What follows belongs to an exercise in optimizing a design on an open flow for small area; a production flow would make more cautious choices. In this exercise RTL edits were held to simulation tests only and were not proved equivalent to the original.

==> inputs of trial 16 <==
## rf_riscv_mp
module rf_riscv_mp #(
    parameter  int unsigned XLEN   = 32,
    parameter  int unsigned DEPTH  = 32,
    parameter  int unsigned NRD    = 4,
    parameter  int unsigned BYPASS = 1,
    localparam int unsigned AW     = $clog2(DEPTH)
) (
    input  logic                  clk_i,
    input  logic                  rst_i,
    output logic                  ready_o,
    input  logic [NRD*AW-1:0]     read_addr_i,
    output logic [NRD*XLEN-1:0]   read_data_o,
    input  logic                  we0_i,
    input  logic [AW-1:0]         wa0_i,
    input  logic [XLEN-1:0]       wd0_i,
    input  logic                  we1_i,
    input  logic [AW-1:0]         wa1_i,
    input  logic [XLEN-1:0]       wd1_i,
    output logic                  wr_conflict_o
);
==> module rf_riscv_mp, before the edit <==
module rf_riscv_mp #(
    parameter  int unsigned XLEN   = 32,
    parameter  int unsigned DEPTH  = 32,
    parameter  int unsigned NRD    = 4,
    parameter  int unsigned BYPASS = 1,
    localparam int unsigned AW     = $clog2(DEPTH)
) (
    input  logic                  clk_i,
    input  logic                  rst_i,
    output logic                  ready_o,
    input  logic [NRD*AW-1:0]     read_addr_i,
    output logic [NRD*XLEN-1:0]   read_data_o,
    input  logic                  we0_i,
    input  logic [AW-1:0]         wa0_i,
    input  logic [XLEN-1:0]       wd0_i,
    input  logic                  we1_i,
    input  logic [AW-1:0]         wa1_i,
    input  logic [XLEN-1:0]       wd1_i,
    output logic                  wr_conflict_o
);
    localparam logic [4:0] LFSR_INIT = 5'b00001;
    function automatic logic [4:0] lfsr_step(input logic [4:0] s);
        lfsr_step = {s[3:0], s[4] ^ s[2]};
    endfunction
    function automatic logic [4:0] lfsr_last();
        logic [4:0] s;
        s = LFSR_INIT;
        for (int i = 0; i < 30; i++) s = lfsr_step(s);
        lfsr_last = s;
    endfunction
    localparam logic [4:0] LFSR_LAST = lfsr_last();
    logic       run_q;
    logic [4:0] lfsr_q;
    logic       conflict_q;
    logic       wr0_en_c, wr1_en_c;
    always_ff @(posedge clk_i) begin
        if (rst_i) begin
            run_q      <= 1'b0;
            lfsr_q     <= LFSR_INIT;
            conflict_q <= 1'b0;
        end else begin
            lfsr_q     <= lfsr_step(lfsr_q);
            if (lfsr_q == LFSR_LAST) run_q <= 1'b1;
            conflict_q <= wr0_en_c && wr1_en_c && (wa0_i == wa1_i);
        end
    end
    assign wr0_en_c = run_q && we0_i && (wa0_i != '0);
    assign wr1_en_c = run_q && we1_i && (wa1_i != '0);
    logic [XLEN-1:0] mem_q [1:DEPTH-1];
    for (genvar r = 1; r < DEPTH; r++) begin : g_reg
        logic s1, s0, hold;
        assign s1   = !rst_i && wr1_en_c && (wa1_i == AW'(r));
        assign s0   = !rst_i && wr0_en_c && (wa0_i == AW'(r)) && !s1;
        assign hold = rst_i || (run_q && !s1 && !s0);
        logic [XLEN-1:0] mem_d;
        for (genvar b = 0; b < XLEN; b++) begin : g_bit
            rf_sel3 u_wr (
                .s0_i(s1), .d0_i(wd1_i[b]), .s1_i(s0), .d1_i(wd0_i[b]), .s2_i(hold), .d2_i(mem_q[r][b]),
                .y_o(mem_d[b])
            );
        end
        always_ff @(posedge clk_i) begin
            mem_q[r] <= mem_d;
        end
    end
    for (genvar k = 0; k < NRD; k++) begin : g_rd
        logic [AW-1:0]    raddr;
        logic             hit1, hit0, f1, f0, nf;
        logic [7:0]       pre_hi;
        logic [3:0]       pre_lo;
        logic [DEPTH-1:1] rsel;
        logic [XLEN-1:0]  rdata;
        assign raddr = read_addr_i[k*AW +: AW];
        assign hit1  = (BYPASS != 0) && wr1_en_c && (wa1_i == raddr);
        assign hit0  = (BYPASS != 0) && wr0_en_c && (wa0_i == raddr);
        assign f1    = hit1;
        assign f0    = hit0 && !hit1;
        assign nf    = !hit1 && !hit0;
        for (genvar i = 0; i < 8; i++) begin : g_hi
            assign pre_hi[i] = run_q && (raddr[4:2] == 3'(i));
        end
        for (genvar j = 0; j < 4; j++) begin : g_lo
            assign pre_lo[j] = (raddr[1:0] == 2'(j));
        end
        for (genvar r = 1; r < DEPTH; r++) begin : g_sel
            assign rsel[r] = pre_hi[r/4] && pre_lo[r%4];
        end
        for (genvar b = 0; b < XLEN; b++) begin : g_bit
            logic [10:0] grp_n;
            for (genvar g = 0; g < 10; g++) begin : g_grp
                rf_aoi3 u_aoi (
                    .s0_i(rsel[3*g+1]), .d0_i(mem_q[3*g+1][b]),
                    .s1_i(rsel[3*g+2]), .d1_i(mem_q[3*g+2][b]),
                    .s2_i(rsel[3*g+3]), .d2_i(mem_q[3*g+3][b]),
                    .y_n_o(grp_n[g])
                );
            end
            rf_nand2 u_n31 (.a_i(rsel[31]), .b_i(mem_q[31][b]), .y_n_o(grp_n[10]));
            logic [2:0] part;
            rf_nand4 u_c0 (.a_i(grp_n[3:0]),  .y_o(part[0]));
            rf_nand4 u_c1 (.a_i(grp_n[7:4]),  .y_o(part[1]));
            rf_nand3 u_c2 (.a_i(grp_n[10:8]), .y_o(part[2]));
            rf_rdout u_out (
                .part_i(part), .f1_i(f1), .wd1_i(wd1_i[b]), .f0_i(f0), .wd0_i(wd0_i[b]),
                .nf_i(nf), .y_o(rdata[b])
            );
        end
        assign read_data_o[k*XLEN +: XLEN] = rdata;
    end
    assign ready_o       = run_q;
    assign wr_conflict_o = conflict_q;
endmodule
==> flow/config.mk <==
export PLATFORM = sky130hd
export DESIGN_NAME = rf_riscv_mp
export DESIGN_NICKNAME = rf_riscv_mp
export VERILOG_FILES = /design/flow/design.v
export SDC_FILE = /design/flow/constraint.sdc
export NUM_CORES = 4
export LEC_CHECK = 0
export CAP_MARGIN = 10
export CORE_AREA = 4 4 496 306
export DIE_AREA = 0 0 500 310
export GPL_ROUTABILITY_DRIVEN = 0
export GPL_TIMING_DRIVEN = 0
export MIN_ROUTING_LAYER = met2
export SETUP_SLACK_MARGIN = 0.2
export SLEW_MARGIN = 10
export SYNTH_HIERARCHICAL = 1
export SYNTH_MINIMUM_KEEP_SIZE = 0
==> flow/constraint.sdc <==
create_clock -name core_clock -period 6.0 [get_ports {clk_i}]
set_input_delay 1.2000 -clock core_clock [delete_from_list [all_inputs] [get_ports {clk_i}]]
set_output_delay 1.2000 -clock core_clock [all_outputs]
set_load 0.01 [all_outputs]
standard.sh (not shown) runs the stock make flow with config.mk's settings and CLKGATE_MAP_FILE= SYNTH_SCRIPT=/design/flow/synth_recipe.tcl, a recipe that flattens the netlist after the stock synthesis.
==> flow/flow/run.sh <==
#!/bin/bash
# Standard ORFS layout, with the register array placed as a grid before global placement.
set -euo pipefail
here=$(pwd)
export PRE_GLOBAL_PLACE_SKIP_IO_TCL=$here/flow/array_place.tcl
export PRE_RESIZE_TCL=$here/flow/unfix.tcl
export BUFFER_PORTS_ARGS="-buffer_cell sky130_fd_sc_hd__buf_2"
bash standard.sh finish > "$here/standard_flow.log" 2>&1
==> flow/flow/array_place.tcl <==
# Structured placement of the register array, run before global placement (skip IO).
# Flops, their write AND-OR-invert cells and the read AND-OR-invert cells are placed as a grid:
# 16 columns; register r uses RPR rows, the first holding bit c and the second bit c+16 of
# column c, the others left to the remaining logic and the routing. The placed cells are marked FIRM so global placement arranges the rest around them;
# unfix.tcl releases them before resizing.
# ORFS sources hooks from inside a proc: run this file at global level instead
if {[info level] > 0} { uplevel #0 [list source [info script]]; return }
set block  [ord::get_db_block]
set core   [$block getCoreArea]
set site_w 460
set row_h  2720
set COLS   16
set PITCH  [expr {[info exists ::env(ARRAY_PITCH)] ? $::env(ARRAY_PITCH) : 60}]
set NREG   31
# empty sites left after each cell, for pin access
set GAP    [expr {[info exists ::env(ARRAY_GAP)] ? $::env(ARRAY_GAP) : 1}]
set RPR    [expr {[info exists ::env(ARRAY_RPR)] ? $::env(ARRAY_RPR) : 3}]
set NROWS  [expr {$RPR * $NREG}]
set rows   [$block getRows]
set row0_y [[lindex $rows 0] getOrigin]
set row0_x [lindex $row0_y 0]
set row0_y [lindex $row0_y 1]
set nrows_core [llength $rows]
set nsites_core [[lindex $rows 0] getSiteCount]

set first_row [expr {($nrows_core - $NROWS) / 2}]
set first_site [expr {($nsites_core - $COLS * $PITCH) / 2}]
if {$first_site < 0 || $first_row < 0} { error "array does not fit in the core" }

# Tap cells per row, as sorted x positions
array set taps {}
foreach inst [$block getInsts] {
  if {[[$inst getMaster] getType] eq "CORE_WELLTAP" || [string match "TAP_*" [$inst getName]]} {
    set loc [$inst getLocation]
    set ri [expr {([lindex $loc 1] - $row0_y) / $row_h}]
    lappend taps($ri) [lindex $loc 0]
  }
}

proc driver_of {net} {
  foreach it [$net getITerms] {
    if {[$it isOutputSignal]} { return [$it getInst] }
  }
  return ""
}

proc in_net {inst pin} {
  foreach it [$inst getITerms] {
    if {[[$it getMTerm] getName] eq $pin} { return [$it getNet] }
  }
  return ""
}

set placed 0
# place inst at x (dbu) in row ri
proc put_at {inst x ri} {
  global row_h row0_y rows placed
  set row [lindex $rows $ri]
  $inst setOrient [$row getOrient]
  $inst setLocation $x [expr {$row0_y + $ri * $row_h}]
  $inst setPlacementStatus FIRM
  incr placed
}

# pack the cells from x on in row ri, in order, but filling the gap before a tap cell with a
# later cell that fits when the next one does not; returns the new cursor
proc pack {cells x ri} {
  global taps site_w GAP
  set tl {}
  if {[info exists taps($ri)]} { set tl [lsort -integer $taps($ri)] }
  while {[llength $cells] > 0} {
    set t ""
    foreach tx $tl { if {$tx + $site_w > $x} { set t $tx; break } }
    if {$t eq ""} { set gap 1000000000 } else { set gap [expr {$t - $x}] }
    if {$gap <= 0} { set x [expr {$t + $site_w}]; continue }
    set pick -1
    for {set i 0} {$i < [llength $cells]} {incr i} {
      if {[[[lindex $cells $i] getMaster] getWidth] <= $gap} { set pick $i; break }
    }
    if {$pick < 0} { set x [expr {$t + $site_w}]; continue }
    set inst [lindex $cells $pick]
    set cells [lreplace $cells $pick $pick]
    put_at $inst $x $ri
    set x [expr {$x + [[$inst getMaster] getWidth] + $GAP * $site_w}]
  }
  return $x
}

proc esc {s} { return [string map {[ \\[ ] \\]} $s] }

# the first of the named nets that exists
proc find_net_any {names} {
  global block
  foreach n $names {
    set net [$block findNet [esc $n]]
    if {$net ne "NULL"} { return $net }
  }
  return "NULL"
}

# Cells of the output cone of net (its driver and, through nets without a name of their own,
# the drivers feeding it)
proc cone_of {net} {
  set out {}
  set todo [list $net]
  while {[llength $todo] > 0} {
    set n [lindex $todo 0]
    set todo [lrange $todo 1 end]
    set d [driver_of $n]
    if {$d eq "" || [lsearch -exact $out $d] >= 0} continue
    lappend out $d
    foreach it [$d getITerms] {
      if {[$it isInputSignal] && [$it getNet] ne "NULL"} {
        set nm [[$it getNet] getName]
        if {[string match "_*" $nm]} { lappend todo [$it getNet] }
      }
    }
  }
  return $out
}

# Row loads, in sites, per (register, bit): flop + write cells first
proc width_sites {inst} { global site_w; return [expr {[[$inst getMaster] getWidth] / $site_w}] }
proc assign_cell {inst b lo hi} {
  global load rd_cells
  set best $lo
  for {set r $lo} {$r <= $hi} {incr r} { if {$load($r,$b) < $load($best,$b)} { set best $r } }
  lappend rd_cells($best,$b) $inst
  set load($best,$b) [expr {$load($best,$b) + [width_sites $inst]}]
}

for {set r 1} {$r <= $NREG} {incr r} {
  for {set b 0} {$b < 32} {incr b} {
    set ff [$block findInst [esc "mem_q\[$r\]\[$b\]\$_DFF_P_"]]
    if {$ff eq "NULL"} { error "no flop $r $b" }
    set cells [list $ff]
    set winv [driver_of [in_net $ff D]]
    if {$winv ne "" && [[$winv getMaster] getName] eq "sky130_fd_sc_hd__inv_1"} {
      lappend cells $winv
      set waoi [driver_of [in_net $winv A]]
      if {$waoi ne ""} { lappend cells $waoi }
    } elseif {$winv ne ""} {
      lappend cells $winv
    }
    set wr_cells($r,$b) $cells
    set rd_cells($r,$b) {}
    set load($r,$b) 0
    foreach c $cells { set load($r,$b) [expr {$load($r,$b) + [width_sites $c]}] }
  }
}

for {set b 0} {$b < 32} {incr b} {
  # read AND-OR-invert cells: group g holds x(3g+1)..x(3g+3); x31 has its own NAND
  for {set g 0} {$g < 11} {incr g} {
    for {set k 0} {$k < 4} {incr k} {
      if {$g < 10} {
        set net [find_net_any [list "g_rd\[$k\].g_bit\[$b\].g_grp\[$g\].u_aoi.y_n_o" "g_rd\[$k\].g_bit\[$b\].grp_n\[$g\]"]]
        set lo [expr {3 * $g + 1}]
        set hi [expr {3 * $g + 3}]
      } else {
        set net [find_net_any [list "g_rd\[$k\].g_bit\[$b\].u_n31.y_n_o" "g_rd\[$k\].g_bit\[$b\].grp_n\[10\]"]]
        set lo 30
        set hi 31
      }
      if {$net eq "NULL"} { error "no read net $k $b $g" }
      assign_cell [driver_of $net] $b $lo $hi
    }
  }
  # the three partial ORs near their terms, the output select in the middle
  for {set k 0} {$k < 4} {incr k} {
    foreach {part lo hi} {0 4 9 1 16 21 2 26 31} {
      set net [find_net_any [list "g_rd\[$k\].g_bit\[$b\].u_c$part.y_o" "g_rd\[$k\].g_bit\[$b\].part\[$part\]"]]
      if {$net eq "NULL"} { error "no net $part $k $b" }
      assign_cell [driver_of $net] $b $lo $hi
    }
    set net [$block findNet [esc "g_rd\[$k\].g_bit\[$b\].u_out.y_o"]]
    if {$net eq "NULL"} { error "no out net $k $b" }
    foreach c [cone_of $net] { assign_cell $c $b 10 20 }
  }
}

set maxload 0
for {set r 1} {$r <= $NREG} {incr r} {
  for {set b 0} {$b < 32} {incr b} {
    if {$load($r,$b) > $maxload} { set maxload $load($r,$b) }
    set c [expr {$b % 16}]
    set h [expr {$b / 16}]
    set ri [expr {$first_row + $RPR * ($r - 1) + $h}]
    set x [expr {$row0_x + ($first_site + $c * $PITCH) * $site_w}]
    set x [pack [concat $wr_cells($r,$b) $rd_cells($r,$b)] $x $ri]
    set limit [expr {$row0_x + ($first_site + ($c + 1) * $PITCH) * $site_w}]
    if {$x > $limit} { puts "array_place: row $ri column $c overflows by [expr {($x - $limit) / $site_w}] sites" }
  }
}
puts "array_place: placed $placed cells, rows $first_row.. sites $first_site.., pitch $PITCH, largest row load $maxload sites"
Other scripts of this flow, unchanged in this note and not shown: flow/flow/unfix.tcl
==> inputs of trial 84, as changes to trial 16 <==
--- a/flow/design.v
+++ b/flow/design.v
@@ -76,7 +76,7 @@
         assign f1    = hit1;
         assign f0    = hit0 && !hit1;
-        assign nf    = !hit1 && !hit0;
+        assign nf    = run_q && !hit1 && !hit0;
         for (genvar i = 0; i < 8; i++) begin : g_hi
-            assign pre_hi[i] = run_q && (raddr[4:2] == 3'(i));
+            assign pre_hi[i] = (raddr[4:2] == 3'(i));
         end
         for (genvar j = 0; j < 4; j++) begin : g_lo
--- a/flow/flow/run.sh
+++ b/flow/flow/run.sh
@@ -6,3 +6,4 @@
 export PRE_RESIZE_TCL=$here/flow/unfix.tcl
 export BUFFER_PORTS_ARGS="-buffer_cell sky130_fd_sc_hd__buf_2"
+export CTS_ARGS="-sink_clustering_enable -repair_clock_nets -dont_use_dummy_load -buf_list sky130_fd_sc_hd__clkbuf_8"
 bash standard.sh finish > "$here/standard_flow.log" 2>&1
--- a/flow/flow/array_place.tcl
+++ b/flow/flow/array_place.tcl
@@ -11,9 +11,9 @@
 set row_h  2720
 set COLS   16
-set PITCH  [expr {[info exists ::env(ARRAY_PITCH)] ? $::env(ARRAY_PITCH) : 60}]
+set PITCH  [expr {[info exists ::env(ARRAY_PITCH)] ? $::env(ARRAY_PITCH) : 80}]
 set NREG   31
 # empty sites left after each cell, for pin access
-set GAP    [expr {[info exists ::env(ARRAY_GAP)] ? $::env(ARRAY_GAP) : 1}]
-set RPR    [expr {[info exists ::env(ARRAY_RPR)] ? $::env(ARRAY_RPR) : 3}]
+set GAP    [expr {[info exists ::env(ARRAY_GAP)] ? $::env(ARRAY_GAP) : 2}]
+set RPR    [expr {[info exists ::env(ARRAY_RPR)] ? $::env(ARRAY_RPR) : 4}]
 set NROWS  [expr {$RPR * $NREG}]
 set rows   [$block getRows]
CORE_AREA = 4 4 636 396   (was 4 4 496 306)
DIE_AREA = 0 0 640 400   (was 0 0 500 310)
MIN_ROUTING_LAYER = unset   (was met2)
SETUP_SLACK_MARGIN = 0.45   (was 0.2)
==> impl_metrics.env <==
export IMPL_run_status="stopped before the end"
export IMPL_stop_stage="global routing (5_1_grt)"
export IMPL_stop_error="[ERROR GRT-0116] Global routing finished with congestion. Check the congestion regions in the DRC Viewer."
export IMPL_grt_pass1_wl_mm=615
export IMPL_die_h_um=310
export IMPL_synth_area_per_cell_um2=9.57
export IMPL_synth_simple_area_share_pct=9.19
the above is filed under trial 16

==> impl_metrics.env <==
export IMPL_maxPowerGroup="sequential cells"
export IMPL_grt_pass1_wl_mm=521
export IMPL_synth_simple_area_share_pct=9.38
export IMPL_die_h_um=400
export IMPL_synth_flop_cell="dfxtp_1"
export IMPL_synth_compound_area_share_pct=45.6
export IMPL_gr_usage_all_layers_pct=28.9
export IMPL_synth_area_per_cell_um2=9.59
export IMPL_routed_wl_mm=394
export IMPL_run_status="no timing/DRC/antenna violations"
the above is filed under trial 84

[port drivers added, routing unchanged]
In the flow no input, the clock included, has a driving cell. The finished layout below was timed again as built, in two steps.
Step 1 sets driving cells, clkbuf_16 on the clock port and buf_2 on the other inputs (assumed; they add their load-dependent delay and slew).
Step 2 times the ports against the registers' clock, not the clock port: input delays grow and output delays shrink by t, the midpoint of the rising clock arrivals with the driver on.
Slacks: ideal ports / drivers / drivers and shift; pairs: ideal ports / drivers.
run: trial 84
t, ns: 1.028
setup slack, ns: 0.390 / 0.257 / 0.257
worst setup path at the end: input to output
slew at the worst register clock pin (ns): 0.07 / 0.07
worst data-port slew with drivers (ns): 0.16
After both steps trial 84 still meets setup and hold. The setup slack of trial 84 moves by -0.133 ns with the drivers and by -0.133 ns with both steps.
